This design comes from an exercise in tuning for small area on the open sky130 flow, not from production work. The RTL was checked by simulation tests, not by an equivalence proof against the original design. Power and IR drop assume default switching activity.

==> design/flow/design.v <==
package bin_pkg;
  localparam int unsigned LANES = 8;
  localparam int unsigned PIX_W = 12;
endpackage
module bin_line_buf #(
  parameter int unsigned DEPTH = 60,
  parameter int unsigned DW    = 52
) (
  input  logic          clk,
  input  logic          en,
  input  logic          en_n,
  input  logic          tgl,
  input  logic [DW-1:0] din,
  output logic [DW-1:0] dout
);
  localparam int unsigned N = DEPTH * DW;
  logic [N-1:0] s;
  logic [N-1:0] prev;
  assign prev = {s[N-DW-1:0], din ^ {DW{tgl}}};
  always_ff @(posedge clk) begin
    s <= ~((prev | {N{en_n}}) & (s | {N{en}}));
  end
  assign dout = s[N-1 -: DW] ^ {DW{tgl}};
endmodule
module bin2x2_reduce (
  input  logic         clk,
  input  logic         rst,
  input  logic [95:0]  in_data,
  input  logic         in_valid,
  input  logic         in_sof,
  output logic         in_ready,
  output logic [47:0]  out_data,
  output logic         out_valid,
  output logic         out_eol,
  input  logic         out_ready,
  output logic         sof_err
);
  localparam int unsigned PW = bin_pkg::PIX_W;
  logic       odd_q, odd_d;
  logic [5:0] col_q;
  logic       accept, eff_odd, last;
  logic [5:0] eff_col;
  logic [4*(PW+1)-1:0] h_cur, h_even;
  logic [47:0] bin_pix;
  logic       even_q, out_idle_q;
  logic       accept_n;
  logic       tgl_q;
  assign in_ready = !odd_q || !out_valid || out_ready;
  assign accept   = in_valid && in_ready;
  assign accept_n = !in_valid || (!even_q && !out_idle_q && !out_ready);
  assign eff_odd  = odd_q && !in_sof;
  assign eff_col  = in_sof ? 6'd0 : col_q;
  assign last     = (eff_col == 6'd59);
  assign odd_d    = last ? !eff_odd : eff_odd;
  always_comb begin
    for (int j = 0; j < 4; j++) begin
      logic [PW:0]   h;
      logic [PW+1:0] v;
      h = {1'b0, in_data[2*j*PW +: PW]} + {1'b0, in_data[(2*j+1)*PW +: PW]};
      v = {1'b0, h_even[j*(PW+1) +: PW+1]} + {1'b0, h};
      h_cur[j*(PW+1) +: PW+1] = h;
      bin_pix[j*PW +: PW]     = v[PW+1:2];
    end
  end
  bin_line_buf #(
    .DEPTH (60),
    .DW    (4 * (PW + 1))
  ) u_line_buf (
    .clk  (clk),
    .en   (accept),
    .en_n (accept_n),
    .tgl  (tgl_q),
    .din  (h_cur),
    .dout (h_even)
  );
  always_ff @(posedge clk) begin
    if (rst) begin
      tgl_q <= 1'b0;
    end else begin
      tgl_q <= !tgl_q;
    end
  end
  always_ff @(posedge clk) begin
    if (rst) begin
      odd_q      <= 1'b0;
      even_q     <= 1'b1;
      col_q      <= '0;
      out_valid  <= 1'b0;
      out_idle_q <= 1'b1;
      out_eol    <= 1'b0;
      sof_err    <= 1'b0;
    end else begin
      if (accept) begin
        odd_q  <= odd_d;
        even_q <= !odd_d;
        col_q  <= last ? 6'd0 : eff_col + 6'd1;
        if (in_sof && (odd_q || col_q != '0)) begin
          sof_err <= 1'b1;
        end
      end
      if (accept && eff_odd) begin
        out_valid  <= 1'b1;
        out_idle_q <= 1'b0;
        out_eol    <= last;
      end else if (out_ready) begin
        out_valid  <= 1'b0;
        out_idle_q <= 1'b1;
        out_eol    <= 1'b0;
      end
    end
  end
  always_ff @(posedge clk) begin
    if (accept && eff_odd) begin
      out_data <= bin_pix;
    end
  end
endmodule
==> design/flow/run.sh <==
#!/bin/bash
# synth_recipe.tcl (not shown) runs the flow's synth.tcl, then flattens the netlist and writes it again
# the make line also repeats each setting of config.mk as NAME=value (left out here)
make -C /OpenROAD-flow-scripts/flow DESIGN_CONFIG=/design/flow/config.mk WORK_HOME=/design/flow/orfs CLKGATE_MAP_FILE= SYNTH_SCRIPT=/design/flow/synth_recipe.tcl finish
==> design/flow/config.mk <==
export PLATFORM = sky130hd
export DESIGN_NAME = bin2x2_reduce
export DESIGN_NICKNAME = bin2x2_reduce
export VERILOG_FILES = /design/flow/design.v
export SDC_FILE = /design/flow/constraint.sdc
export NUM_CORES = 4
export LEC_CHECK = 0
export ABC_AREA = 1
export CAP_MARGIN = 20
export CORE_MARGIN = 2
export CORE_UTILIZATION = 40
export SLEW_MARGIN = 20
==> design/flow/constraint.sdc <==
create_clock -name core_clock -period 7.0 [get_ports {clk}]
set_input_delay 1.4000 -clock core_clock [delete_from_list [all_inputs] [get_ports {clk}]]
set_output_delay 1.4000 -clock core_clock [all_outputs]
set_load 0.01 [all_outputs]
==> results.ini, run 1 <==
[outcome]
outcome = finished clean

[clocking]
clock-sinks = 3181
postCtsSetupRepairBufs = 0
cts_tree = built
numCtsBuffers = 325
cts_hold_buffers = 0
cts-root-to-sink-buffers = 4
cts.clk_slew.worst_paths_ps = 60
cts-resized-gates = 0
h_tree_depth_reported_by_cts = 5
clk-insertion-delay-late_ps = 950
clock_tree.root_cell = clkbuf_16

[routing]
routed-via-count = 61100
drt_via_density = 5.35
drt_drc_violations_left = 0
routed_wirelength_mm = 190
detail_route.first_pass.iterations = 7
final_antenna_net_count = 0
detail_route.iter0.violations = 2950
wire_per_inst_um = 16.7

[min_path]
worst_hold_path_type = reg -> reg
hold_start = u_line_buf.s[3014]

[sta]
max_clock_freq_mhz = 241
hold_violations = 0
timing.final.ws_setup_ps = 2860
slew_violations = 0
worst-slew-pin-transition_ps = 1050
timing.clock.skew_ps = 94.0
setup_repair_after_global_routing_missed_its_margin = no
finalSetupViolations = 0
fin_worst_hold_slack_ps = 357
final.setup.tns_ps = 0
finalCritPeriodShare_pct = 59.2
period_needed_ps = 4140
relSlewSlack_pct = 30.1

[logic_synthesis]
synthTopCellsByCount = dfxtp_1 (3133), o22ai_1 (3084), buf_2 (511)
ys.warnings.count = 2
postSynth.topFlopCell = dfxtp_1
synth_cells = 8209
ys_ff_latch = 3181
yosys-top-cells-area = dfxtp_1 (67%), o22ai_1 (21%), buf_2 (2.7%)
sequential_cell_area_fraction_in_the_yosys_report_pct = 68.3
synthMostInstantiatedCell = dfxtp_1
synth_edf_count = 48
synth.avg_cell_area_um2 = 11.4
synth_fp_nets = 8411
synth_top_area_share_pct = 66.8
yosys.cell_types.count = 39
synthArstFlopShare_pct = 0
synth_top_area_cell = dfxtp_1
post_synth_instance_area_um2 = 93900

[placed_design]
place_congestion = 0.827
port_buffers = 152
detailed_place_hpwl_mm = 114
dpl_worst_slack_ps = 2150

[worst_setup_path]
startpoint = out_ready
worst_setup_path_start_kind = input port
crit-reg2reg-launch = tgl_q
critical_path_arrival_ps = 2740
critical_path_required_ps = 5600
cp-end-kind = output port
criticalPathCategory = in -> out
path_max_fanout = 3

[global_routing]
wire_length_of_the_first_global_routing_pass_mm = 308
first_global_vias = 59300
grt_start_max_net_pins = 224
combined_global_route_utilization_of_all_metal_layers_pct = 15.4
grt_antenna_before_repair = 4
grt.overflow.total = 0

[floorplanning]
initial_utilization_pct = 40.3
placeableCoreArea_um2 = 233000
die_h_um = 489
die-area_um2 = 239000
die_width_um = 489
placementRows = 177
floorplan.io_pins = 153

[cells_and_area]
areaGrowthSynthToFinish_pct = 14.2
register_area_um2 = 64200
post_route_cells_drive_above_1_share_pct = 7.32
nNetsFinal = 8253
fillerInstances = 21300
final_util_pct = 46.0
multi_input_gate_area_um2 = 25600

[pwr]
worst_ir_drop_vdd_uv = 249
power.density_cell_area_nw_per_um2 = 408
total_leakage_power_nw = 41.1

[run]
timing.max_cap.violations = 0

-- final timing paths --
kind                                           end  slack [ps]  depth (start not counted)
worst max-delay path                      in_ready        2860                          4
worst min-delay path            u_line_buf.s[3066]         360                          1
worst max register to register        out_data[10]        3930                         11
worst min register to register  u_line_buf.s[3066]         360                          1
-- worst max-delay path, stage by stage --
cell and delay (ps):
clkdlybuf4s50_1 590, inv_2 70, nand3_2 100, clkdlybuf4s50_1 580
-- power breakdown --
| group | switching [mW] | internal [mW] | total [mW] | leakage [nW] |
|---|---|---|---|---|
| clock | 6.75 | 10.1 | 16.9 | 5.22 |
| sequential | 1.58 | 21.2 | 22.8 | 26.9 |
| combinational | 2.13 | 1.93 | 4.06 | 9.01 |
| total | 10.5 | 33.3 | 43.7 | 41.1 |
-- per-layer routing --
layer	global-route usage (%)	routed length [µm]	vias up
met2	26.4	92300	528
met3	2.43	4560	307
met5	0	0	-
li1	-	-	30900
met4	4.67	4610	0
met1	19.9	89000	29400
-- state kept, by name (all words and copies together) (netlist names) --
register,cells
out_eol,1
out_data,48
out_idle_q,1
tgl_q,1
odd_q,1
out_valid,1
sof_err,1
col_q,6
even_q,1
u_line_buf.s,3120
-- metrics by stage --
step                instances  power [mW]  area, µm²
detailed placement      10900        27.3      96700
finish                  11400        43.7     107000
floorplan                8209        25.9      93900
CTS                     11400        44.3     107000
global placement        10900        27.1      96700
global route            11400        45.8     107000
-- cells in the final DEF, fill, tap and decap left out, types with 8 or more instances in the layout --
cell	netlist	layout
a21oi_1	80	80
and2_1	8	8
buf_12	0	33
buf_4	70	39
bufinv_16	0	21
clkbuf_1	102	70
clkbuf_16	0	330
clkbuf_8	0	65
clkdlybuf4s50_1	0	152
clkinv_2	0	47
dfxtp_1	3133	3132
edfxtp_1	48	48
ha_1	97	97
inv_1	146	145
inv_6	0	11
nand2_1	421	421
nand3_1	118	118
nand4_1	19	19
nor2_1	101	100
nor3_1	14	14
o21ai_0	32	32
o21bai_1	13	13
o22ai_1	3084	3084
or2_2	23	23
xnor2_1	22	22
xor2_1	105	105
-- area by class of cell --
cell class | count | area share, %
inverter | 149 | 0.537
clock buffer | 465 | 8.78
clock inverter | 98 | 1.07
timing repair buffer | 224 | 2.31
sequential | 3181 | 59.8
antenna | 2 | 0.00467
multi-input combinational | 4170 | 23.8
tap | 3132 | 3.65
-- logic make-up (layout without fill, tap and decap cells) --
family / after synthesis / after routing / synth area share (%)
flip-flops: 3181 / 3181 / 68.3
buffers and inverters: 858 / 936 / 4.49
other: 0 / 2 / 0
AND/OR/NAND/NOR: 710 / 710 / 3.18
adder cells (fa/ha/maj): 101 / 101 / 1.38
XOR/XNOR: 127 / 127 / 1.18
AO/OA/AOI/OAI: 3232 / 3232 / 21.5
==> run 2: changes to the inputs <==
--- a/design/flow/design.v
+++ b/design/flow/design.v
@@ -55,8 +55,23 @@
   always_comb begin
     for (int j = 0; j < 4; j++) begin
-      logic [PW:0]   h;
+      logic [PW-1:0] a, b;
+      logic [PW:0]   h, e, hc;
+      logic [PW+1:0] vc;
       logic [PW+1:0] v;
-      h = {1'b0, in_data[2*j*PW +: PW]} + {1'b0, in_data[(2*j+1)*PW +: PW]};
-      v = {1'b0, h_even[j*(PW+1) +: PW+1]} + {1'b0, h};
+      a = in_data[2*j*PW +: PW];
+      b = in_data[(2*j+1)*PW +: PW];
+      e = h_even[j*(PW+1) +: PW+1];
+      hc[0] = 1'b0;
+      for (int i = 0; i < PW; i++) begin
+        h[i]    = a[i] ^ b[i] ^ hc[i];
+        hc[i+1] = (a[i] & b[i]) | (hc[i] & (a[i] ^ b[i]));
+      end
+      h[PW] = hc[PW];
+      vc[0] = 1'b0;
+      for (int i = 0; i < PW + 1; i++) begin
+        v[i]    = e[i] ^ h[i] ^ vc[i];
+        vc[i+1] = (e[i] & h[i]) | (vc[i] & (e[i] ^ h[i]));
+      end
+      v[PW+1] = vc[PW+1];
       h_cur[j*(PW+1) +: PW+1] = h;
       bin_pix[j*PW +: PW]     = v[PW+1:2];
--- a/design/flow/config.mk
+++ b/design/flow/config.mk
@@ -9,4 +9,6 @@
 export CAP_MARGIN = 20
 export CORE_MARGIN = 2
-export CORE_UTILIZATION = 40
+export CORE_UTILIZATION = 60
+export CTS_CLUSTER_DIAMETER = 100
+export CTS_CLUSTER_SIZE = 30
 export SLEW_MARGIN = 20
==> run 2 against run 1 <==
Net effect: sequential share of layout area increased by 7.0 points; sequential cell count unchanged; clock skew shrank 57 ps.
==> results.ini, run 2 <==
[cells_and_area]
post_route_cells_drive_above_1_share_pct = 4.35  ; -3.0 points
areaGrowthSynthToFinish_pct = 5.59
mostFrequentLayoutCell = dfxtp_1
max_flop_register = u_line_buf.s
fin_cells = 9149  ; -20%
nNetsFinal = 7316  ; -11%
mostFrequentLayoutCells = dfxtp_1 (3132), o22ai_1 (3108), clkdlybuf4s50_1 (151), inv_1 (125), clkbuf_16 (118)
max_reg_flops = 3120  ; unchanged
reg_top3 = u_line_buf.s: 3120 flops, out_data: 48 flops, col_q: 6 flops
fillerInstances = 11900  ; -44%

[routing]
detail_route.iter0.violations = 3431  ; +16%
drt_via_density = 5.88  ; +9.9%
routed_wirelength_mm = 154  ; -19%
drt_drc_violations_left = 0  ; unchanged
detail_route.first_pass.iterations = 5  ; -2
wire_per_inst_um = 16.9  ; +1.1%
routed-via-count = 53800  ; -12%
final_antenna_net_count = 0  ; unchanged

[sta]
relSlewSlack_pct = 27.1  ; -3.1 points
timing.final.ws_setup_ps = 157  ; -2700 ps
fin_worst_hold_slack_ps = 427  ; +70.1 ps
worst-slew-pin-transition_ps = 1090  ; +46.3 ps
slew_violations = 0  ; unchanged
setup_repair_after_global_routing_missed_its_margin = no
finalSetupViolations = 0  ; unchanged
hold_violations = 0  ; unchanged
max_clock_freq_mhz = 146  ; -39%
timing.clock.skew_ps = 37.1  ; -57.0 ps
finalCritPeriodShare_pct = 97.8  ; +39 points
final.setup.tns_ps = 0  ; unchanged
period_needed_ps = 6840  ; +2700 ps

[min_path]
hold_start = u_line_buf.s[2639]
worst_hold_path_type = reg -> reg
hold_path_end = u_line_buf.s[2691]
hold_depth = 1  ; unchanged

[logic_synthesis]
sequential_cell_area_fraction_in_the_yosys_report_pct = 70.6  ; +2.3 points
synth_top_area_cell = dfxtp_1
ys_ff_latch = 3181  ; unchanged
ys.warnings.count = 2  ; unchanged
synthTopCellsByCount = dfxtp_1 (3133), o22ai_1 (3108), buf_2 (612)
yosys-top-cells-area = dfxtp_1 (69%), o22ai_1 (21%), buf_2 (3.4%)
post_synth_instance_area_um2 = 90900  ; -3.2%
synthMostInstantiatedCell = dfxtp_1
synth_fp_nets = 7629  ; -9.3%
synth.avg_cell_area_um2 = 12.2  ; +6.9%
synth_edf_count = 48  ; unchanged
postSynth.topFlopCell = dfxtp_1
synth_top_area_share_pct = 69.0  ; +2.2 points
synth_cells = 7431  ; -9.5%
synthArstFlopShare_pct = 0  ; unchanged
yosys.cell_types.count = 27  ; -31%

[floorplanning]
placementRows = 142  ; -20%
die-area_um2 = 155000  ; -35%
floorplan.io_pins = 153  ; unchanged
initial_utilization_pct = 60.6  ; +20 points
placeableCoreArea_um2 = 150000  ; -36%
die_h_um = 393  ; -20%
die_width_um = 393  ; -20%

[pwr]
power.density_cell_area_nw_per_um2 = 355  ; -13%
clock_power_share_pct = 23.8  ; -15 points
power.share.combinational_pct = 9.5  ; +0.2 points
power.sequential.fraction_pct = 66.6  ; +14 points
worst_ir_drop_vdd_uv = 298  ; +19%
power_report.internal_total_mw = 25.9  ; -22%
total_leakage_power_nw = 35.6  ; -13%
net-switching-power_mw = 8.15  ; -22%
netSwitchingFraction_pct = 23.9  ; about the same
power_total_mw = 34.1  ; -22%

[global_routing]
grt_start_max_net_pins = 243  ; +8.5%
grt.overflow.total = 0  ; unchanged
wire_length_of_the_first_global_routing_pass_mm = 256  ; -17%
grt_antenna_before_repair = 3  ; -1
first_global_vias = 49100  ; -17%
combined_global_route_utilization_of_all_metal_layers_pct = 19.3  ; +3.9 points

[worst_setup_path]
worst_reg2reg_path_endpoint = out_data[10]
r2r.worst_path.cells = 15  ; +4
critical_path_required_ps = 7520  ; +1920 ps
cp-end-kind = register
path_max_fanout = 2  ; -1
criticalPathCategory = in -> reg
r2r_slack_ps = 1060  ; -2870 ps
worst_setup_path_start_kind = input port
critical_path_arrival_ps = 7360  ; +4620 ps
crit-reg2reg-launch = tgl_q

[placed_design]
dpl_worst_slack_ps = -997  ; -3140 ps
detailed_place_hpwl_mm = 86.4  ; -24%
place_congestion = 0.802  ; -3.0%
port_buffers = 152  ; unchanged
dpl.cell_count = 9014  ; -17%

[clocking]
cts-root-to-sink-buffers = 3  ; -1
clk-insertion-delay-late_ps = 770  ; -180 ps
h_tree_depth_reported_by_cts = 3  ; -2
clock-sinks = 3181  ; unchanged
cts.clk_slew.worst_paths_ps = 110  ; +50 ps
cts_tree = built
numCtsBuffers = 116  ; -64%
clock_tree.root_cell = clkbuf_16

[outcome]
outcome = finished clean

[run]
timing.max_cap.violations = 0  ; unchanged

run 2: per-stage QoR:
stage	util, %	instance area [µm²]
after floorplan	-	91000
after global placement	61.9	92900
after detailed placement	61.9	92900
after CTS	63.9	96000
after global routing	63.9	96000
final	63.9	96000
run 2: kinds of logic (layout without fill, tap and decap cells):
family / count (synthesis) / count (layout) / share of synthesized area (%)
other: 0 / 1 / 0
AOI/OAI and AO/OA: 3136 / 3136 / 21.6
DFF: 3181 / 3181 / 70.6
and+or+nand+nor: 92 / 92 / 0.422
buffers and inverters: 835 / 536 / 4.47
xor gates and xnor gates: 90 / 90 / 0.867
adders and majority gates: 97 / 97 / 2.06
run 2: worst max-delay path, stage by stage:
cell	delay (ps)
clkdlybuf4s50_1	400
ha_1	190
fa_2	340
fa_2	350
fa_2	380
fa_2	590
inv_1	70
fa_2	550
fa_2	450
fa_2	410
fa_2	400
fa_2	390
fa_2	350
fa_1	410
inv_1	80
fa_2	200
fa_1	380
run 2: per-layer routing:
metal  global-route usage (%)  vias up  part of all wire (%)
met3                     3.92      141                   4.3
li1                         -    27900                     -
met2                     25.3      481                    38
met5                        0        -                 0.019
met4                     3.67        4                   1.6
met1                     32.3    25200                    56
run 2: final cells by class:
class                      count  area, µm²  share of cell area, %
sequential                  3181      64200                   66.8
multi-input combinational   3415      22800                   23.8
clock buffer                 125       2980                   3.10
timing repair buffer         277       2920                   3.04
tap                         2016       2520                   2.63
inverter                     127        493                  0.514
clock inverter                 7       87.6                 0.0912
antenna                        1       2.50                0.00261
run 2: worst max path at each step:
stage | startpoint | end | slack [ps]
3_5_place_dp | in_data[24] | out_data[22] | -1000
4_1_cts | in_data[36] | out_data[22] | 50
6_report | in_data[36] | out_data[22] | 160
3_3_place_gp | in_data[24] | out_data[22] | -920
5_1_grt | in_data[36] | out_data[22] | 7
2_1_floorplan | in_data[24] | out_data[22] | -10
run 2: what timing repair did:
action | CTS | global route
resized for setup | 2 | 1
hold buffers | 0 | 0
setup buffers | 0 | 1
endpoints found under the setup margin | 1 | 1
pin swaps | 3 | 8
run 2: power by group through the flow:
stage          registers (mW)  logic, mW  clock network, mW
6_report                 22.7       3.24               8.11
2_1_floorplan            22.6       2.70                  0
3_3_place_gp             23.0       3.11                  0
3_5_place_dp             23.0       3.27                  0
5_1_grt                  23.0       3.69               9.05
4_1_cts                  22.7       3.28               8.42
==> run 3: changes to the inputs <==
--- a/design/flow/config.mk
+++ b/design/flow/config.mk
@@ -9,5 +9,5 @@
 export CAP_MARGIN = 20
 export CORE_MARGIN = 2
-export CORE_UTILIZATION = 60
+export CORE_UTILIZATION = 40
 export CTS_CLUSTER_DIAMETER = 100
 export CTS_CLUSTER_SIZE = 30
==> run 3 against run 2 <==
Net effect: global-route usage is 6.3 points lower; non-clock buffer count stayed put; combinational power hardly changed; largest cell class unchanged; synthesized cell count stayed put; register-to-register slack worse by 130 ps; still clean.
==> results.ini, run 3 <==
[global_routing]
grt.overflow.total = 0  ; unchanged
grt_start_max_net_pins = 237  ; -2.5%
grt_antenna_before_repair = 5  ; +2
global_route.peak_usage_layer = met1
grt.met3_usage_pct = 1.81  ; -2.1 points
first_global_vias = 50800  ; +3.4%
combined_global_route_utilization_of_all_metal_layers_pct = 13.0  ; -6.3 points
grt_use_met2_pct = 18.6  ; -6.7 points
grt.met1_usage_pct = 20.4  ; -12 points
wire_length_of_the_first_global_routing_pass_mm = 264  ; +2.9%

[floorplanning]
initial_utilization_pct = 40.1  ; -20 points
die_width_um = 481  ; +22%
die-area_um2 = 231000  ; +49%
die_h_um = 481  ; +22%
floorplan.io_pins = 153  ; unchanged
placeableCoreArea_um2 = 227000  ; +51%
placementRows = 175  ; +23%

[clocking]
postCtsSetupRepairBufs = 0  ; unchanged
h_tree_depth_reported_by_cts = 3  ; unchanged
clk-insertion-delay-late_ps = 810  ; +40 ps
cts-resized-gates = 0  ; -2
clock-sinks = 3181  ; unchanged
cts_hold_buffers = 0  ; unchanged
cts_tree = built
cts-root-to-sink-buffers = 3  ; unchanged
numCtsBuffers = 117  ; +0.86%
cts.clk_slew.worst_paths_ps = 120  ; about the same
clock_tree.root_cell = clkbuf_16

[logic_synthesis]
ys.warnings.count = 2  ; unchanged
yosys-top-cells-area = dfxtp_1 (69%), o22ai_1 (21%), buf_2 (3.4%)
postSynth.topFlopCell = dfxtp_1
sequential_cell_area_fraction_in_the_yosys_report_pct = 70.6  ; unchanged
synth_edf_count = 48  ; unchanged
synthArstFlopShare_pct = 0  ; unchanged
ys_ff_latch = 3181  ; unchanged
yosys.cell_types.count = 27  ; unchanged
synth.avg_cell_area_um2 = 12.2  ; unchanged
synthTopCellsByCount = dfxtp_1 (3133), o22ai_1 (3108), buf_2 (612)
synth_top_area_share_pct = 69.0  ; unchanged
synth_fp_nets = 7629  ; unchanged
synth_cells = 7431  ; unchanged
post_synth_instance_area_um2 = 90900  ; unchanged
synth_top_area_cell = dfxtp_1
synthMostInstantiatedCell = dfxtp_1

[cells_and_area]
mostFrequentLayoutCell = dfxtp_1
max_reg_flops = 3120  ; unchanged
nNetsFinal = 7317  ; +0.014%
max_flop_register = u_line_buf.s
reg_top3 = u_line_buf.s: 3120 flops, out_data: 48 flops, col_q: 6 flops
post_route_cells_drive_above_1_share_pct = 4.43  ; +0.080 points
areaGrowthSynthToFinish_pct = 7.08
fin_cells = 10100  ; +11%
mostFrequentLayoutCells = dfxtp_1 (3132), o22ai_1 (3108), clkdlybuf4s50_1 (151), inv_1 (124), clkbuf_16 (117)
fin_area_um2 = 97400  ; +1.4%

[placed_design]
dpl_cell_area_um2 = 94200  ; +1.4%
detailed_place_hpwl_mm = 88.2  ; +2.2%
dpl.cell_count = 10000  ; +11%
port_buffers = 152  ; unchanged
place_congestion = 0.841  ; +4.9%

[sta]
worst-slew-pin-transition_ps = 1120  ; +24.8 ps
period_needed_ps = 6880  ; +37.1 ps
relSlewSlack_pct = 25.4  ; -1.7 points
finalSetupViolations = 0  ; unchanged
finalCritPeriodShare_pct = 98.3  ; +0.53 points
setup_repair_after_global_routing_missed_its_margin = no
slew_violations = 0  ; unchanged
timing.clock.skew_ps = 54.8  ; +17.7 ps
max_clock_freq_mhz = 145  ; -0.54%
hold_violations = 0  ; unchanged

[pwr]
clock_power_share_pct = 24.3  ; +0.5 points
net-switching-power_mw = 8.31  ; +2.0%
netSwitchingFraction_pct = 24.3  ; +0.35 points
power.density_cell_area_nw_per_um2 = 352  ; -0.84%
power.sequential.fraction_pct = 66.2  ; -0.4 points
worst_ir_drop_vdd_uv = 214  ; -28%
power.share.combinational_pct = 9.5  ; about the same
total_leakage_power_nw = 35.6  ; +0.14%
power_report.internal_total_mw = 25.9  ; +0.10%

[routing]
final_antenna_net_count = 0  ; unchanged
detail_route.iter0.violations = 3509  ; +2.3%
routed-via-count = 54100  ; +0.51%
drt_via_density = 5.33  ; -9.4%
drt_drc_violations_left = 0  ; unchanged
routed_wirelength_mm = 158  ; +2.3%
detail_route.first_pass.iterations = 5  ; unchanged
wire_per_inst_um = 15.5  ; -7.8%

[min_path]
hold_start = u_line_buf.s[52]
hold_path_end = u_line_buf.s[104]
worst_hold_path_type = reg -> reg
hold_depth = 1  ; unchanged

[worst_setup_path]
crit-reg2reg-launch = tgl_q
cp-end-kind = register
critPathMaxStageDelay_ps = 550  ; -40 ps
r2r_slack_ps = 930  ; -130 ps
critical_path_arrival_ps = 7390  ; +30 ps
critical_path.most_common_cell = fa_2
criticalPathCategory = in -> reg
r2r.worst_path.cells = 16  ; +1
worst_reg2reg_path_endpoint = out_data[34]
crit_path_top_delay_cell = fa_1
critical_path_required_ps = 7510  ; about the same
path_max_fanout = 2  ; unchanged
worst_setup_path_start_kind = input port
crit_path_cell_trace = clkdlybuf4s50_1 > ha_1 > fa_2 > fa_2 > fa_2 > fa_1 > inv_1 > fa_2 > fa_2 > fa_2 > fa_2 > fa_2 > fa_2 > fa_1 > inv_2 > fa_2 > fa_1

[outcome]
outcome = finished clean

[run]
timing.max_cap.violations = 0  ; unchanged

## run 3: changes by cell type in the layout (fill, tap and decap cells not counted), sizes merged
| cell | before | now |
|---|---|---|
| dlygate4sd2 | 1 | 0 |
| clkbuf | 125 | 126 |
| dlymetal6s2s | 0 | 1 |
| clkinv | 2 | 6 |
| inv | 132 | 133 |
| diode | 1 | 2 |
## run 3: logic make-up after synthesis
family / share of synthesized area [%]
compound gates: 21.6
xor+xnor: 0.867
fa+ha+maj: 2.06
buf+inv: 4.47
flops: 70.6
simple gates: 0.422
## run 3: cell type report
class | count | area (µm²)
Clock inverter | 12 | 210
Sequential cell | 3181 | 64200
Fill cell | 20800 | 129000
Inverter | 127 | 493
Multi-Input combinational cell | 3415 | 22800
Timing Repair Buffer | 277 | 2910
Antenna cell | 2 | 5.00
Tap cell | 3009 | 3760
Clock buffer | 126 | 2970
## run 3: worst max path at each step
stage,from,end,slack (ps),cells after the start
floorplan,in_data[24],out_data[22],-10,16
global placement,in_data[72],out_data[46],-760,17
detailed placement,in_data[72],out_data[46],-820,17
CTS,in_data[72],out_data[46],50,17
global route,in_data[72],out_data[46],30,17
finish,in_data[72],out_data[46],120,17
## run 3: layer usage
layer / up-vias / share of wire (%) / routed length, µm
met5: - / 0.013 / 21
met4: 4 / 2.0 / 3080
met3: 159 / 3.1 / 4970
met2: 480 / 41 / 64500
met1: 25400 / 54 / 85100
li1: 28000 / - / -
## run 3: stage by stage
step                util (%)  setup WS (ps)  power [mW]  TNS, ps  hold WS [ps]
floorplan                  -          -10.4        25.3    -10.4           425
global placement        41.5           -761        26.2    -6150           436
detailed placement      41.5           -819        26.3    -7450           441
CTS                     43.0           51.6        34.7        0           410
global route            43.0           27.3        36.0        0           441
finish                  43.0            120        34.2        0           415
## run 3: worst max-delay path: cells and delay by family
| kind | cells | cell delay [ps] |
|---|---|---|
| fa+ha+maj | 14 | 5410 |
| buf+inv | 3 | 570 |
## run 3: power by group through the flow
| stage | Combinational [mW] | Clock [mW] | Sequential, mW |
|---|---|---|---|
| 2_1_floorplan | 2.70 | 0 | 22.6 |
| 3_3_place_gp | 3.13 | 0 | 23.0 |
| 3_5_place_dp | 3.28 | 0 | 23.1 |
| 4_1_cts | 3.30 | 8.70 | 22.7 |
| 5_1_grt | 3.71 | 9.31 | 23.0 |
| 6_report | 3.27 | 8.31 | 22.7 |
==> run 4: changes to the inputs <==
--- a/design/flow/config.mk
+++ b/design/flow/config.mk
@@ -10,5 +10,3 @@
 export CORE_MARGIN = 2
 export CORE_UTILIZATION = 40
-export CTS_CLUSTER_DIAMETER = 100
-export CTS_CLUSTER_SIZE = 30
 export SLEW_MARGIN = 20
==> run 4 against run 3 <==
Net effect: still clean; combinational power about the same; global-route usage increased by 0.58 points; routed wire length up 3.8%; synthesized cell count unchanged; register-to-register slack got worse by 60 ps; clock skew increased by 10 ps; clock power rose by 100%; sequential cell count unchanged; critical path type unchanged; critical endpoint unchanged.
==> results.ini, run 4 <==
[outcome]
outcome = finished clean

[clocking]
clk-insertion-delay-late_ps = 940  ; +130 ps
cts.clk_slew.worst_paths_ps = 60  ; -60 ps
cts_hold_buffers = 0  ; unchanged
cts-root-to-sink-buffers = 4  ; +1
h_tree_depth_reported_by_cts = 5  ; +2
postCtsSetupRepairBufs = 0  ; unchanged
clock-sinks = 3181  ; unchanged
cts-resized-gates = 0  ; unchanged
cts_tree = built
clock_tree.root_cell = clkbuf_16
numCtsBuffers = 324  ; +180%

[global_routing]
wire_length_of_the_first_global_routing_pass_mm = 274  ; +3.7%
grt_start_max_net_pins = 237  ; unchanged
combined_global_route_utilization_of_all_metal_layers_pct = 13.6  ; +0.58 points
grt_antenna_before_repair = 5  ; unchanged
first_global_vias = 53300  ; +4.9%
grt_use_met2_pct = 19.0  ; +0.45 points
grt.met1_usage_pct = 20.6  ; +0.22 points
global_route.peak_usage_layer = met1
grt.overflow.total = 0  ; unchanged
grt.met3_usage_pct = 3.05  ; +1.2 points

[routing]
final_antenna_net_count = 0  ; unchanged
routed-via-count = 55800  ; +3.2%
wire_per_inst_um = 15.5  ; -0.18%
detail_route.first_pass.iterations = 5  ; unchanged
drt_via_density = 5.28  ; -0.78%
detail_route.iter0.violations = 3251  ; -7.4%
routed_wirelength_mm = 164  ; +3.8%
drt_drc_violations_left = 0  ; unchanged

[pwr]
power.density_cell_area_nw_per_um2 = 409  ; +16%
total_leakage_power_nw = 39.3  ; +10%
worst_ir_drop_vdd_uv = 292  ; +37%

[logic_synthesis]
synth_cells = 7431  ; unchanged
synth_fp_nets = 7629  ; unchanged
post_synth_instance_area_um2 = 90900  ; unchanged
synthTopCellsByCount = dfxtp_1 (3133), o22ai_1 (3108), buf_2 (612)
synth.avg_cell_area_um2 = 12.2  ; unchanged
synth_edf_count = 48  ; unchanged
yosys-top-cells-area = dfxtp_1 (69%), o22ai_1 (21%), buf_2 (3.4%)
synthMostInstantiatedCell = dfxtp_1
ys_ff_latch = 3181  ; unchanged
sequential_cell_area_fraction_in_the_yosys_report_pct = 70.6  ; unchanged
synth_top_area_cell = dfxtp_1
postSynth.topFlopCell = dfxtp_1
synthArstFlopShare_pct = 0  ; unchanged
synth_top_area_share_pct = 69.0  ; unchanged
yosys.cell_types.count = 27  ; unchanged
ys.warnings.count = 2  ; unchanged

[worst_setup_path]
path_max_fanout = 2  ; unchanged
crit_path_cell_trace = clkdlybuf4s50_1 > ha_1 > fa_2 > fa_2 > fa_2 > fa_1 > inv_1 > fa_2 > fa_2 > fa_2 > fa_2 > fa_2 > fa_2 > fa_1 > inv_1 > fa_2 > fa_1
cp-end-kind = register
critical_path_required_ps = 7620  ; +110 ps
critical_path_depth = 17  ; unchanged
r2r.worst_path.cells = 16  ; unchanged
crit_family = adder cells
worst_reg2reg_path_endpoint = out_data[34]
r2r_slack_ps = 870  ; -60 ps
critical_path.most_common_cell = fa_2
cp.buffers_inverters = 3  ; unchanged
criticalPathCategory = in -> reg
critical_path_arrival_ps = 7480  ; +90 ps
critPathMaxStageDelay_ps = 550  ; about the same
crit-reg2reg-launch = tgl_q
crit_path_top_delay_cell = fa_1
worst_setup_path_start_kind = input port

[sta]
worst-slew-pin-transition_ps = 1140  ; +23.5 ps
period_needed_ps = 6860  ; -17.7 ps
fin_worst_hold_slack_ps = 400  ; -14.6 ps
finalCritPeriodShare_pct = 98.0  ; -0.25 points
slew_violations = 0  ; unchanged
finalSetupViolations = 0  ; unchanged
hold_violations = 0  ; unchanged
setup_repair_after_global_routing_missed_its_margin = no
timing.clock.skew_ps = 65.1  ; +10.3 ps
max_clock_freq_mhz = 146  ; +0.26%
final.setup.tns_ps = 0  ; unchanged
relSlewSlack_pct = 23.8  ; -1.6 points

[floorplanning]
die-area_um2 = 231000  ; unchanged
die_width_um = 481  ; unchanged
die_h_um = 481  ; unchanged
initial_utilization_pct = 40.1  ; unchanged
placeableCoreArea_um2 = 227000  ; unchanged
placementRows = 175  ; unchanged
floorplan.io_pins = 153  ; unchanged

[cells_and_area]
max_reg_flops = 3120  ; unchanged
reg_top3 = u_line_buf.s: 3120 flops, out_data: 48 flops, col_q: 6 flops
mostFrequentLayoutCell = dfxtp_1
max_flop_register = u_line_buf.s
areaGrowthSynthToFinish_pct = 15.1
mostFrequentLayoutCells = dfxtp_1 (3132), o22ai_1 (3108), clkbuf_16 (332), clkdlybuf4s50_1 (152), inv_1 (125)
post_route_cells_drive_above_1_share_pct = 8.92  ; +4.5 points
nNetsFinal = 7524  ; +2.8%

[min_path]
hold_path_end = u_line_buf.s[3031]
hold_depth = 1  ; unchanged
hold_start = u_line_buf.s[2979]
worst_hold_path_type = reg -> reg

[placed_design]
place_congestion = 0.841  ; unchanged
detailed_place_hpwl_mm = 88.2  ; unchanged
port_buffers = 152  ; unchanged

[run]
timing.max_cap.violations = 0  ; unchanged

[run 4: cell count changes in the layout (fill, tap and decap cells not counted), moves of 3 or more]
cell        change
bufinv_16      +20
clkbuf_1       +47
clkbuf_16     +215
clkbuf_8       +70
clkinv_16       -3
clkinv_2       +38
clkinv_4        +6
clkinvlp_4     +12
inv_6           +5
[run 4: area by class of cell]
cell class                      instances  area (µm²)
Antenna cell                            2        5.00
Clock buffer                          458        9490
Clock inverter                         87        1030
Fill cell                           20200      122000
Inverter                              127         493
Multi-Input combinational cell       3415       22800
Sequential cell                      3181       64200
Tap cell                             3009        3760
Timing Repair Buffer                  277        2910
[run 4: cell families (layout without fill, tap and decap cells)]
group                    after synthesis  after routing  synth area share, %
other                                  0              2                    0
AO/OA/AOI/OAI                       3136           3136                 21.6
AND/OR/NAND/NOR                       92             92                0.422
buffers and inverters                835            949                 4.47
XOR/XNOR                              90             90                0.867
adder cells (fa/ha/maj)               97             97                 2.06
flip-flops                          3181           3181                 70.6
[run 4: worst max-delay path by stage]
stage	start	endpoint	slack, ps
after floorplan	in_data[24]	out_data[22]	-10
after global placement	in_data[72]	out_data[46]	-760
after detailed placement	in_data[72]	out_data[46]	-820
after CTS	in_data[72]	out_data[46]	140
after global routing	in_data[72]	out_data[46]	10
final	in_data[72]	out_data[46]	140
[run 4: metal layers]
metal / vias up / share of wire, %
li1: 28600 / -
met1: 26100 / 53
met2: 747 / 41
met3: 269 / 4.1
met4: 4 / 2.2
met5: - / 0.013
[run 4: metrics by stage]
step,util (%),std cells,setup WS (ps),instance area [µm²],power [mW]
floorplan,-,7431,-10.4,91000,25.3
global placement,41.5,10000,-761,94200,26.2
detailed placement,41.5,10000,-819,94200,26.3
CTS,46.2,10600,141,105000,43.4
global route,46.2,10600,14.2,105000,44.9
finish,46.2,10600,138,105000,42.8
[run 4: where the power goes]
group / internal, mW / total, mW / switching (mW)
combinational: 1.75 / 3.27 / 1.52
clock: 10.1 / 16.8 / 6.70
sequential: 21.1 / 22.7 / 1.60
total: 33.0 / 42.8 / 9.82
==> run 5: changes to the inputs <==
--- a/design/flow/config.mk
+++ b/design/flow/config.mk
@@ -9,4 +9,6 @@
 export CAP_MARGIN = 20
 export CORE_MARGIN = 2
-export CORE_UTILIZATION = 40
+export CORE_UTILIZATION = 60
+export CTS_CLUSTER_DIAMETER = 150
+export CTS_CLUSTER_SIZE = 25
 export SLEW_MARGIN = 20
==> run 5 against run 4 <==
Net effect: still clean; largest cell class unchanged; setup slack better by 39 ps; power down 18%; non-clock buffer count unchanged; sequential cell count unchanged; register-to-register slack better by 190 ps; sequential share of layout area up 5.0 points; critical path type unchanged; clock skew down 47 ps; via count down 3.4%; first-iteration DRC count up 4.1%; die area down 33%; fmax up 0.57%.
==> results.ini, run 5 <==
[outcome]
outcome = finished clean

[logic_synthesis]
synth_top_area_share_pct = 69.0  ; unchanged
synthTopCellsByCount = dfxtp_1 (3133), o22ai_1 (3108), buf_2 (612)
ys_ff_latch = 3181  ; unchanged
post_synth_instance_area_um2 = 90900  ; unchanged
synthArstFlopShare_pct = 0  ; unchanged
synth_top_area_cell = dfxtp_1
synth.avg_cell_area_um2 = 12.2  ; unchanged
yosys.cell_types.count = 27  ; unchanged
postSynth.topFlopCell = dfxtp_1
synthMostInstantiatedCell = dfxtp_1
yosys-top-cells-area = dfxtp_1 (69%), o22ai_1 (21%), buf_2 (3.4%)
synth_edf_count = 48  ; unchanged
ys.warnings.count = 2  ; unchanged
sequential_cell_area_fraction_in_the_yosys_report_pct = 70.6  ; unchanged
synth_cells = 7431  ; unchanged
synth_fp_nets = 7629  ; unchanged

[floorplanning]
placementRows = 142  ; -19%
die_width_um = 393  ; -18%
die_h_um = 393  ; -18%
initial_utilization_pct = 60.6  ; +20 points
floorplan.io_pins = 153  ; unchanged
placeableCoreArea_um2 = 150000  ; -34%
die-area_um2 = 155000  ; -33%

[sta]
period_needed_ps = 6820  ; -38.8 ps
relSlewSlack_pct = 27.4  ; +3.6 points
finalSetupViolations = 0  ; unchanged
finalCritPeriodShare_pct = 97.5  ; -0.55 points
worst-slew-pin-transition_ps = 1090  ; -54.0 ps
timing.clock.skew_ps = 17.7  ; -47.4 ps
setup_repair_after_global_routing_missed_its_margin = no
hold_violations = 0  ; unchanged
max_clock_freq_mhz = 147  ; +0.57%
slew_violations = 0  ; unchanged
final.setup.tns_ps = 0  ; unchanged

[placed_design]
detailed_place_hpwl_mm = 86.4  ; -2.1%
dpl_cell_area_um2 = 92900  ; -1.3%
place_congestion = 0.802  ; -4.6%
port_buffers = 152  ; unchanged

[clocking]
clk-insertion-delay-late_ps = 770  ; -170 ps
cts_tree = built
cts_hold_buffers = 0  ; unchanged
clock_tree.root_cell = clkbuf_16
cts.clk_slew.worst_paths_ps = 100  ; +40 ps
cts-root-to-sink-buffers = 3  ; -1
numCtsBuffers = 145  ; -55%
clock-sinks = 3181  ; unchanged
h_tree_depth_reported_by_cts = 4  ; -1

[worst_setup_path]
cp-end-kind = register
worst_reg2reg_path_endpoint = out_data[10]
r2r.worst_path.cells = 15  ; -1
crit_family = adder cells
critical_path_required_ps = 7520  ; -100 ps
path_max_fanout = 2  ; unchanged
worst_setup_path_start_kind = input port
critPathMaxStageDelay_ps = 590  ; +40 ps
r2r_slack_ps = 1060  ; +190 ps
criticalPathCategory = in -> reg
crit_path_top_delay_cell = fa_2
startpoint = in_data[36]
crit_path_cell_trace = clkdlybuf4s50_1 > ha_1 > fa_2 > fa_2 > fa_2 > fa_2 > inv_1 > fa_2 > fa_2 > fa_2 > fa_2 > fa_2 > fa_2 > fa_1 > inv_1 > fa_2 > fa_1
cp.buffers_inverters = 3  ; unchanged
crit-reg2reg-launch = tgl_q
critical_path_arrival_ps = 7350  ; -130 ps
critical_path.most_common_cell = fa_2

[global_routing]
combined_global_route_utilization_of_all_metal_layers_pct = 19.5  ; +5.9 points
wire_length_of_the_first_global_routing_pass_mm = 258  ; -5.7%
first_global_vias = 49700  ; -6.7%
grt_start_max_net_pins = 243  ; +2.5%
grt.overflow.total = 0  ; unchanged
grt_antenna_before_repair = 3  ; -2

[cells_and_area]
max_flop_register = u_line_buf.s
multi_input_gate_area_um2 = 22800  ; about the same
post_route_cells_drive_above_1_share_pct = 4.76  ; -4.2 points
register_area_um2 = 64200  ; unchanged
fillerInstances = 11800  ; -42%
n_antenna_cell = 0  ; -2
areaGrowthSynthToFinish_pct = 6.47
reg_top3 = u_line_buf.s: 3120 flops, out_data: 48 flops, col_q: 6 flops
mostFrequentLayoutCell = dfxtp_1
nNetsFinal = 7345  ; -2.4%
mostFrequentLayoutCells = dfxtp_1 (3132), o22ai_1 (3108), clkbuf_16 (151), clkdlybuf4s50_1 (151), inv_1 (125)
fin_area_um2 = 96800  ; -7.5%
max_reg_flops = 3120  ; unchanged

[routing]
detail_route.first_pass.iterations = 6  ; +1
routed-via-count = 53900  ; -3.4%
final_antenna_net_count = 0  ; unchanged
drt_via_density = 5.87  ; +11%
drt_drc_violations_left = 0  ; unchanged
detail_route.iter0.violations = 3383  ; +4.1%
wire_per_inst_um = 16.9  ; +8.9%
routed_wirelength_mm = 155  ; -5.3%

[pwr]
total_leakage_power_nw = 36.0  ; -8.3%
power.density_cell_area_nw_per_um2 = 362  ; -12%
worst_ir_drop_vdd_uv = 268  ; -8.3%

[min_path]
hold_depth = 1  ; unchanged
hold_start = u_line_buf.s[851]
hold_path_end = u_line_buf.s[851]
worst_hold_path_type = reg -> reg

[run]
timing.max_cap.violations = 0  ; unchanged

-- run 5: cell types whose count changed in the layout (fill, tap and decap cells not counted), moves of 2 or more --
cell,delta
clkinv_2,-38
clkbuf_16,-181
inv_6,-6
clkbuf_1,-48
bufinv_16,-20
clkbuf_8,-71
diode_2,-2
fa_1,-2
fa_2,+2
clkinvlp_4,-12
clkinv_4,-7
-- run 5: cell type report --
| cell class | instances | area share [%] |
|---|---|---|
| Sequential cell | 3181 | 66.3 |
| Multi-Input combinational cell | 3415 | 23.6 |
| Clock buffer | 158 | 3.93 |
| Timing Repair Buffer | 277 | 3.01 |
| Tap cell | 2016 | 2.61 |
| Inverter | 127 | 0.509 |
| Clock inverter | 5 | 0.0724 |
-- run 5: metal layers --
metal / vias up / share of wire [%] / track usage (%)
met5: - / 0.019 / 0
met4: 4 / 1.6 / 4.18
met3: 172 / 5.0 / 4.69
met2: 593 / 38 / 25.6
met1: 25200 / 55 / 31.9
li1: 28000 / - / -
-- run 5: repair_timing --
item                                    CTS  global route
endpoints found under the setup margin    1             1
pin swaps                                 3             8
gates resized for setup                   2             1
buffers inserted                          0             1
-- run 5: cells by family after synthesis --
| group | Yosys count | synth area share (%) |
|---|---|---|
| compound gates | 3136 | 21.6 |
| xor+xnor | 90 | 0.867 |
| fa+ha+maj | 97 | 2.06 |
| buf+inv | 835 | 4.47 |
| flops | 3181 | 70.6 |
| simple gates | 92 | 0.422 |
-- run 5: how the worst max path moves through the flow --
| stage | end | slack, ps | cells after the start |
|---|---|---|---|
| finish | out_data[22] | 180 | 17 |
| global route | out_data[22] | 4 | 17 |
| CTS | out_data[22] | 40 | 17 |
| detailed placement | out_data[22] | -1000 | 17 |
| global placement | out_data[22] | -920 | 17 |
| floorplan | out_data[22] | -10 | 16 |
-- run 5: where the power goes --
group          total, mW  internal [mW]  switching (mW)
clock network       9.09           3.89            5.19
logic               3.24           1.75            1.49
registers           22.7           21.1            1.61
-- run 5: metrics by stage --
step / hold slack, ps / util, % / total power [mW] / setup slack (ps) / instances
floorplan: 425 / - / 25.3 / -10.4 / 7431
global placement: 436 / 61.9 / 26.2 / -918 / 9014
detailed placement: 442 / 61.9 / 26.3 / -997 / 9014
CTS: 441 / 64.5 / 35.4 / 38.6 / 9177
global route: 460 / 64.5 / 36.8 / 3.93 / 9179
finish: 447 / 64.5 / 35.0 / 176 / 9179
==> run 6: changes to the inputs <==
--- a/design/flow/config.mk
+++ b/design/flow/config.mk
@@ -7,8 +7,8 @@
 export LEC_CHECK = 0
 export ABC_AREA = 1
-export CAP_MARGIN = 20
+export CAP_MARGIN = 0
 export CORE_MARGIN = 2
 export CORE_UTILIZATION = 60
-export CTS_CLUSTER_DIAMETER = 150
-export CTS_CLUSTER_SIZE = 25
-export SLEW_MARGIN = 20
+export CTS_CLUSTER_DIAMETER = 100
+export CTS_CLUSTER_SIZE = 30
+export SLEW_MARGIN = 0
==> run 6 against run 5 <==
Net effect: via count decreased by 0.28%; setup slack worse by 18 ps; still clean on timing, DRC and antenna; die area did not move; routed wire length fell by 0.72%; global-route usage is 0.19 points lower; critical path depth is the same; synthesized area did not move; fmax shrank 0.26%; register-to-register slack hardly changed; critical endpoint unchanged; core utilization is 0.55 points lower.
==> results.ini, run 6 <==
[min_path]
hold_start = u_line_buf.s[2639]
hold_path_end = u_line_buf.s[2691]
worst_hold_path_type = reg -> reg
hold_depth = 1  ; unchanged

[logic_synthesis]
synthMostInstantiatedCell = dfxtp_1
synth_fp_nets = 7629  ; unchanged
synth_top_area_cell = dfxtp_1
synth_top_area_share_pct = 69.0  ; unchanged
yosys.cell_types.count = 27  ; unchanged
synth.avg_cell_area_um2 = 12.2  ; unchanged
synthArstFlopShare_pct = 0  ; unchanged
synth_cells = 7431  ; unchanged
yosys-top-cells-area = dfxtp_1 (69%), o22ai_1 (21%), buf_2 (3.4%)
synth_edf_count = 48  ; unchanged
synthTopCellsByCount = dfxtp_1 (3133), o22ai_1 (3108), buf_2 (612)
ys_ff_latch = 3181  ; unchanged
ys.warnings.count = 2  ; unchanged
postSynth.topFlopCell = dfxtp_1
sequential_cell_area_fraction_in_the_yosys_report_pct = 70.6  ; unchanged
post_synth_instance_area_um2 = 90900  ; unchanged

[worst_setup_path]
crit_family = adder cells
critical_path.most_common_cell = fa_2
r2r_slack_ps = 1050  ; about the same
critical_path_arrival_ps = 7360  ; about the same
criticalPathCategory = in -> reg
critical_path_required_ps = 7520  ; about the same
path_max_fanout = 2  ; unchanged
cp-end-kind = register
worst_reg2reg_path_endpoint = out_data[10]
critPathMaxStageDelay_ps = 590  ; about the same
r2r.worst_path.cells = 15  ; unchanged
crit_path_cell_trace = clkdlybuf4s50_1 > ha_1 > fa_2 > fa_2 > fa_2 > fa_2 > inv_1 > fa_2 > fa_2 > fa_2 > fa_2 > fa_2 > fa_2 > fa_1 > inv_1 > fa_2 > fa_1
crit_path_top_delay_cell = fa_2
cp.buffers_inverters = 3  ; unchanged
crit-reg2reg-launch = tgl_q
worst_setup_path_start_kind = input port

[placed_design]
port_buffers = 152  ; unchanged
detailed_place_hpwl_mm = 86.4  ; unchanged
place_congestion = 0.802  ; unchanged
dpl_cell_area_um2 = 92900  ; unchanged
dpl.cell_count = 9014  ; unchanged

[clocking]
h_tree_depth_reported_by_cts = 3  ; -1
clock-sinks = 3181  ; unchanged
cts_hold_buffers = 0  ; unchanged
cts_tree = built
clk-insertion-delay-late_ps = 770  ; about the same
cts.clk_slew.worst_paths_ps = 110  ; about the same
numCtsBuffers = 116  ; -20%
clock_tree.root_cell = clkbuf_16
cts-root-to-sink-buffers = 3  ; unchanged

[global_routing]
grt_antenna_before_repair = 3  ; unchanged
grt.overflow.total = 0  ; unchanged
wire_length_of_the_first_global_routing_pass_mm = 256  ; -0.67%
combined_global_route_utilization_of_all_metal_layers_pct = 19.3  ; -0.19 points
first_global_vias = 49100  ; -1.1%
grt_start_max_net_pins = 243  ; unchanged

[floorplanning]
placementRows = 142  ; unchanged
placeableCoreArea_um2 = 150000  ; unchanged
die-area_um2 = 155000  ; unchanged
die_h_um = 393  ; unchanged
initial_utilization_pct = 60.6  ; unchanged
floorplan.io_pins = 153  ; unchanged
die_width_um = 393  ; unchanged

[outcome]
outcome = finished clean

[sta]
relSlewSlack_pct = 26.6  ; -0.86 points
hold_violations = 0  ; unchanged
finalSetupViolations = 0  ; unchanged
period_needed_ps = 6840  ; +18.0 ps
max_clock_freq_mhz = 146  ; -0.26%
timing.clock.skew_ps = 33.8  ; +16.1 ps
finalCritPeriodShare_pct = 97.7  ; +0.26 points
setup_repair_after_global_routing_missed_its_margin = no
slew_violations = 0  ; unchanged
worst-slew-pin-transition_ps = 1100  ; +12.9 ps

[cells_and_area]
mostFrequentLayoutCell = dfxtp_1
max_reg_flops = 3120  ; unchanged
fin_cells = 9148  ; -0.34%
areaGrowthSynthToFinish_pct = 5.56
nNetsFinal = 7315  ; -0.41%
post_route_cells_drive_above_1_share_pct = 4.33  ; -0.43 points
fin_area_um2 = 96000  ; -0.86%
reg_top3 = u_line_buf.s: 3120 flops, out_data: 48 flops, col_q: 6 flops
max_flop_register = u_line_buf.s
mostFrequentLayoutCells = dfxtp_1 (3132), o22ai_1 (3108), clkdlybuf4s50_1 (151), inv_1 (125), clkbuf_16 (118)

[routing]
final_antenna_net_count = 0  ; unchanged
drt_via_density = 5.87  ; about the same
routed_wirelength_mm = 154  ; -0.72%
detail_route.first_pass.iterations = 5  ; -1
drt_drc_violations_left = 0  ; unchanged
routed-via-count = 53700  ; -0.28%
wire_per_inst_um = 16.8  ; -0.38%
detail_route.iter0.violations = 3418  ; +1.0%

[pwr]
power.density_cell_area_nw_per_um2 = 355  ; -1.9%
power_total_mw = 34.0  ; -2.8%
total_leakage_power_nw = 35.6  ; -1.1%
worst_ir_drop_vdd_uv = 298  ; +11%

[run]
timing.max_cap.violations = 0  ; unchanged

[run 6: cell type report]
class / instances / area, µm²
well taps: 2016 / 2520
multi-input cells: 3415 / 22800
flip-flops and latches: 3181 / 64200
clock inverters: 7 / 87.6
inverters: 127 / 493
repair buffers: 276 / 2890
fillers: 11900 / 54200
clock buffers: 125 / 2980
diodes: 1 / 2.50
[run 6: what timing repair did]
item,CTS,global route
resized for setup,2,1
endpoints found under the setup margin,1,1
setup buffers,0,1
pin swaps,3,8
[run 6: metrics by stage]
stage | utilization (%) | setup TNS (ps) | setup slack, ps | hold slack (ps)
6_report | 63.9 | 0 | 158 | 427
5_1_grt | 63.9 | 0 | 6.95 | 432
4_1_cts | 63.9 | 0 | 47.8 | 428
3_5_place_dp | 61.9 | -7230 | -997 | 442
3_3_place_gp | 61.9 | -6190 | -918 | 436
2_1_floorplan | - | -10.4 | -10.4 | 425
[run 6: cells by family (layout without fill, tap and decap cells)]
kind of cell	after synthesis	in the layout	synth area share, %
AOI/OAI and AO/OA	3136	3136	21.6
xor gates and xnor gates	90	90	0.867
adders and majority gates	97	97	2.06
buffers and inverters	835	535	4.47
DFF	3181	3181	70.6
other	0	1	0
and+or+nand+nor	92	92	0.422
[run 6: worst reg2reg max path: cells and delay by family (launching register included)]
kind,cells,cell delay (ps)
adder cells (fa/ha/maj),11,4180
flip-flops,1,690
buffers and inverters,2,530
AND/OR/NAND/NOR,1,180
AO/OA/AOI/OAI,1,130
[run 6: how the worst max path moves through the flow]
stage | from | endpoint | slack, ps | cells past startpoint
floorplan | in_data[24] | out_data[22] | -10 | 16
global placement | in_data[24] | out_data[22] | -920 | 17
detailed placement | in_data[24] | out_data[22] | -1000 | 17
CTS | in_data[36] | out_data[22] | 50 | 17
global route | in_data[36] | out_data[22] | 7 | 17
finish | in_data[36] | out_data[22] | 160 | 17
[run 6: power breakdown]
group / leakage [nW] / switching, mW / total (mW) / internal, mW
sequential: 26.9 / 1.61 / 22.7 / 21.1
combinational: 7.21 / 1.49 / 3.24 / 1.75
clock: 1.50 / 5.05 / 8.11 / 3.07
[run 6: metal layers]
metal | track usage, % | wire length (µm)
met1 | 32.3 | 85700
met2 | 25.3 | 59100
met3 | 3.92 | 6770
met4 | 3.67 | 2400
met5 | 0 | 29
==> run 7: changes to the inputs <==
==> design/flow/flow/run.sh (new file) <==
#!/bin/bash
# The standard layout, except that the input and output ports are buffered with the
# smallest buffer cell (buffer_ports otherwise picks a large delay buffer).
set -euo pipefail
bash standard.sh "BUFFER_PORTS_ARGS=-buffer_cell sky130_fd_sc_hd__buf_1" finish > layout_make.log 2>&1
==> design/flow/standard.sh (new file) <==
#!/bin/bash
# synth_recipe.tcl (not shown) runs the flow's synth.tcl, then flattens the netlist and writes it again
# the make line also repeats each setting of config.mk as NAME=value (left out here)
make -C /OpenROAD-flow-scripts/flow DESIGN_CONFIG=/design/flow/config.mk WORK_HOME=/design/flow/orfs CLKGATE_MAP_FILE= SYNTH_SCRIPT=/design/flow/synth_recipe.tcl "${@:-finish}"
removed: design/flow/run.sh
==> run 7 against run 6 <==
Net effect: setup slack got worse by 4.6 ps; fmax hardly changed; synthesized area stayed put; combinational power is essentially flat; die area did not move; critical path depth did not move; sequential power hardly changed; critical endpoint unchanged; largest cell class unchanged; largest power group unchanged.
==> results.ini, run 7 <==
[outcome]
outcome = finished clean

[routing]
met3_wirelength_mm = 5.53  ; -18%
detail_route.first_pass.iterations = 5  ; unchanged
routed-via-count = 53800  ; +0.12%
final_antenna_net_count = 0  ; unchanged
top_layer_used = met4
wire_per_inst_um = 16.8  ; about the same
detail_route.iter0.violations = 3777  ; +11%
routed_wirelength_mm = 154  ; -0.24%
met1_length_mm = 86.5  ; +0.94%
drt_drc_violations_left = 0  ; unchanged
routed-wl-met2_mm = 59.5  ; +0.75%
drt_via_density = 5.89  ; +0.28%

[sta]
relSlewSlack_pct = 31.1  ; +4.5 points
max_clock_freq_mhz = 146  ; about the same
setup_repair_after_global_routing_missed_its_margin = no
slew_violations = 0  ; unchanged
timing.clock.skew_ps = 23.2  ; -10.6 ps
hold_violations = 0  ; unchanged
period_needed_ps = 6850  ; +4.55 ps
timing.final.ws_setup_ps = 154  ; -4.55 ps
finalSetupViolations = 0  ; unchanged
worst-slew-pin-transition_ps = 1030  ; -67.1 ps
finalCritPeriodShare_pct = 97.8  ; about the same

[floorplanning]
placementRows = 142  ; unchanged
placeableCoreArea_um2 = 150000  ; unchanged
initial_utilization_pct = 60.6  ; unchanged
die-area_um2 = 155000  ; unchanged
die_width_um = 393  ; unchanged
die_h_um = 393  ; unchanged
floorplan.io_pins = 153  ; unchanged

[global_routing]
grt_antenna_before_repair = 7  ; +4
grt_start_max_net_pins = 240  ; -1.2%
grt.overflow.total = 0  ; unchanged
combined_global_route_utilization_of_all_metal_layers_pct = 19.3  ; -0.036 points
first_global_vias = 49400  ; +0.57%
wire_length_of_the_first_global_routing_pass_mm = 256  ; -0.17%

[clocking]
cts_hold_buffers = 0  ; unchanged
numCtsBuffers = 116  ; unchanged
cts_tree = built
clock-sinks = 3181  ; unchanged
h_tree_depth_reported_by_cts = 3  ; unchanged
postCtsSetupRepairBufs = 0  ; unchanged
clk-insertion-delay-late_ps = 760  ; about the same
cts-root-to-sink-buffers = 3  ; unchanged
cts-resized-gates = 0  ; -2
cts.clk_slew.worst_paths_ps = 120  ; about the same
clock_tree.root_cell = clkbuf_16

[worst_setup_path]
critical_path_arrival_ps = 7360  ; about the same
crit_path_cell_trace = buf_1 > ha_1 > fa_2 > fa_2 > fa_1 > fa_1 > inv_1 > fa_2 > fa_2 > fa_2 > fa_2 > fa_2 > fa_2 > fa_1 > inv_1 > fa_2 > fa_1
crit_path_top_delay_cell = fa_2
r2r.worst_path.cells = 15  ; unchanged
worst_setup_path_start_kind = input port
worst_reg2reg_path_endpoint = out_data[22]
criticalPathCategory = in -> reg
startpoint = in_data[24]
endpoint = out_data[22]
cp-end-kind = register
crit-reg2reg-launch = tgl_q
r2r_slack_ps = 1070  ; +20 ps
critPathMaxStageDelay_ps = 570  ; -20 ps
critical_path_required_ps = 7520  ; about the same
critical_path.most_common_cell = fa_2
path_max_fanout = 2  ; unchanged

[run]
timing.max_cap.violations = 0  ; unchanged

[pwr]
worst_ir_drop_vdd_uv = 228  ; -23%
power_total_mw = 34.0  ; about the same
power.density_cell_area_nw_per_um2 = 359  ; +1.1%
total_leakage_power_nw = 35.1  ; -1.4%

[placed_design]
place_congestion = 0.844  ; +5.2%
dpl_worst_slack_ps = -669  ; +328 ps
port_buffers = 152  ; unchanged
detailed_place_hpwl_mm = 84.8  ; -1.8%

[logic_synthesis]
synthTopCellsByCount = dfxtp_1 (3133), o22ai_1 (3108), buf_2 (612)
yosys.cell_types.count = 27  ; unchanged
synthArstFlopShare_pct = 0  ; unchanged
synthMostInstantiatedCell = dfxtp_1
ys.warnings.count = 2  ; unchanged
synth_top_area_share_pct = 69.0  ; unchanged
sequential_cell_area_fraction_in_the_yosys_report_pct = 70.6  ; unchanged
postSynth.topFlopCell = dfxtp_1
yosys-top-cells-area = dfxtp_1 (69%), o22ai_1 (21%), buf_2 (3.4%)
synth_cells = 7431  ; unchanged
synth_edf_count = 48  ; unchanged
post_synth_instance_area_um2 = 90900  ; unchanged
synth.avg_cell_area_um2 = 12.2  ; unchanged
synth_fp_nets = 7629  ; unchanged
ys_ff_latch = 3181  ; unchanged
synth_top_area_cell = dfxtp_1

[cells_and_area]
areaGrowthSynthToFinish_pct = 4.34
max_reg_flops = 3120  ; unchanged
n_antenna_cell = 0  ; -1
mostFrequentLayoutCell = dfxtp_1
final_util_pct = 63.2  ; -0.74 points
post_route_cells_drive_above_1_share_pct = 4.10  ; -0.23 points
reg_top3 = u_line_buf.s: 3120 flops, out_data: 48 flops, col_q: 6 flops
nNetsFinal = 7300  ; -0.21%
mostFrequentLayoutCells = dfxtp_1 (3132), o22ai_1 (3108), buf_1 (152), inv_1 (125), clkbuf_16 (119)
max_flop_register = u_line_buf.s

[min_path]
worst_hold_path_type = reg -> reg

[run 7: cell counts after synthesis]
Identical to the previous run, type by type.
[run 7: final cells by class]
| class | instances | area (µm²) |
|---|---|---|
| fill | 11800 | 55300 |
| tap | 2016 | 2520 |
| clock inverter | 6 | 85.1 |
| sequential | 3181 | 64200 |
| inverter | 127 | 493 |
| multi-input combinational | 3415 | 22800 |
| timing repair buffer | 261 | 1760 |
| clock buffer | 127 | 3010 |
[run 7: worst min-delay path by stage]
stage	start	end	cells after the start
floorplan	u_line_buf.s[1000]	u_line_buf.s[1000]	1
global placement	u_line_buf.s[926]	u_line_buf.s[926]	1
detailed placement	u_line_buf.s[1642]	u_line_buf.s[1642]	1
CTS	u_line_buf.s[2797]	u_line_buf.s[2849]	1
global route	u_line_buf.s[1599]	u_line_buf.s[1599]	1
finish	u_line_buf.s[2797]	u_line_buf.s[2849]	1
[run 7: critical path: cells and delay by family]
family	cells	cell delay [ps]
adder cells (fa/ha/maj)	14	5650
buffers and inverters	3	270
[run 7: stage by stage]
stage / instances / hold slack, ps / cell area, µm² / setup TNS [ps]
5_1_grt: 9133 / 464 / 94900 / 0
2_1_floorplan: 7431 / 425 / 91000 / -10.4
6_report: 9133 / 448 / 94900 / 0
3_5_place_dp: 9000 / 441 / 91800 / -2780
3_3_place_gp: 9000 / 436 / 91800 / -1990
4_1_cts: 9133 / 446 / 94900 / 0
[run 7: report_power, final]
part | switching [mW] | total, mW | internal (mW) | leakage (nW)
clock network | 5.04 | 8.13 | 3.09 | 1.52
registers | 1.60 | 22.7 | 21.1 | 26.9
logic | 1.51 | 3.22 | 1.71 | 6.71
[run 7: kinds of logic after synthesis]
group / Yosys count / synth area share [%]
flip-flops: 3181 / 70.6
buffers and inverters: 835 / 4.47
AO/OA/AOI/OAI: 3136 / 21.6
XOR/XNOR: 90 / 0.867
AND/OR/NAND/NOR: 92 / 0.422
adder cells (fa/ha/maj): 97 / 2.06
[run 7: layer usage]
| layer | vias to the layer above | track usage, % |
|---|---|---|
| met4 | 0 | 3.81 |
| met5 | - | 0 |
| met2 | 608 | 25.9 |
| met3 | 133 | 2.59 |
| met1 | 25200 | 32.5 |
| li1 | 27900 | - |

==> what the ideal ports hide <==
The results above use ideal ports. As a check the final layouts listed here were re-extracted and re-timed, cells and wires unchanged.
Step 1 (the two cells are an assumption about what drives the block):
set clk [get_ports {clk}]
set_driving_cell -lib_cell sky130_fd_sc_hd__clkbuf_16 $clk
set_driving_cell -lib_cell sky130_fd_sc_hd__buf_2 [delete_from_list [all_inputs] $clk]
Step 2 also shifts input and output timing later by t, the mid clock arrival at the registers, as if the neighbouring blocks saw the same clock.
a / b / c = ideal ports / drivers / drivers and shift; a / b = the first two.
run	t, ns	slack for setup (ns)	hold slack, ns	worst slew at a driven data input, ns
run 1	0.984	2.857 / 2.816 / 2.139	0.357 / 0.357 / 0.357	0.12
run 2	0.835	0.157 / 0.216 / -0.618	0.427 / 0.427 / 0.427	0.27
run 3	0.878	0.120 / 0.190 / -0.688	0.415 / 0.415 / 0.415	0.15
run 4	0.991	0.138 / 0.209 / -0.782	0.400 / 0.400 / 0.400	0.15
run 5	0.847	0.176 / 0.235 / -0.613	0.447 / 0.447 / 0.447	0.25
run 6	0.835	0.158 / 0.217 / -0.617	0.427 / 0.427 / 0.427	0.27
run 7	0.835	0.154 / 0.212 / -0.622	0.448 / 0.448 / 0.448	0.31
Met with ideal ports but missed after step 2: setup timing in 6 of these runs. The setup slack of run 4, which loses most, moves by +0.071 ns with the drivers and by -0.920 ns with both steps.
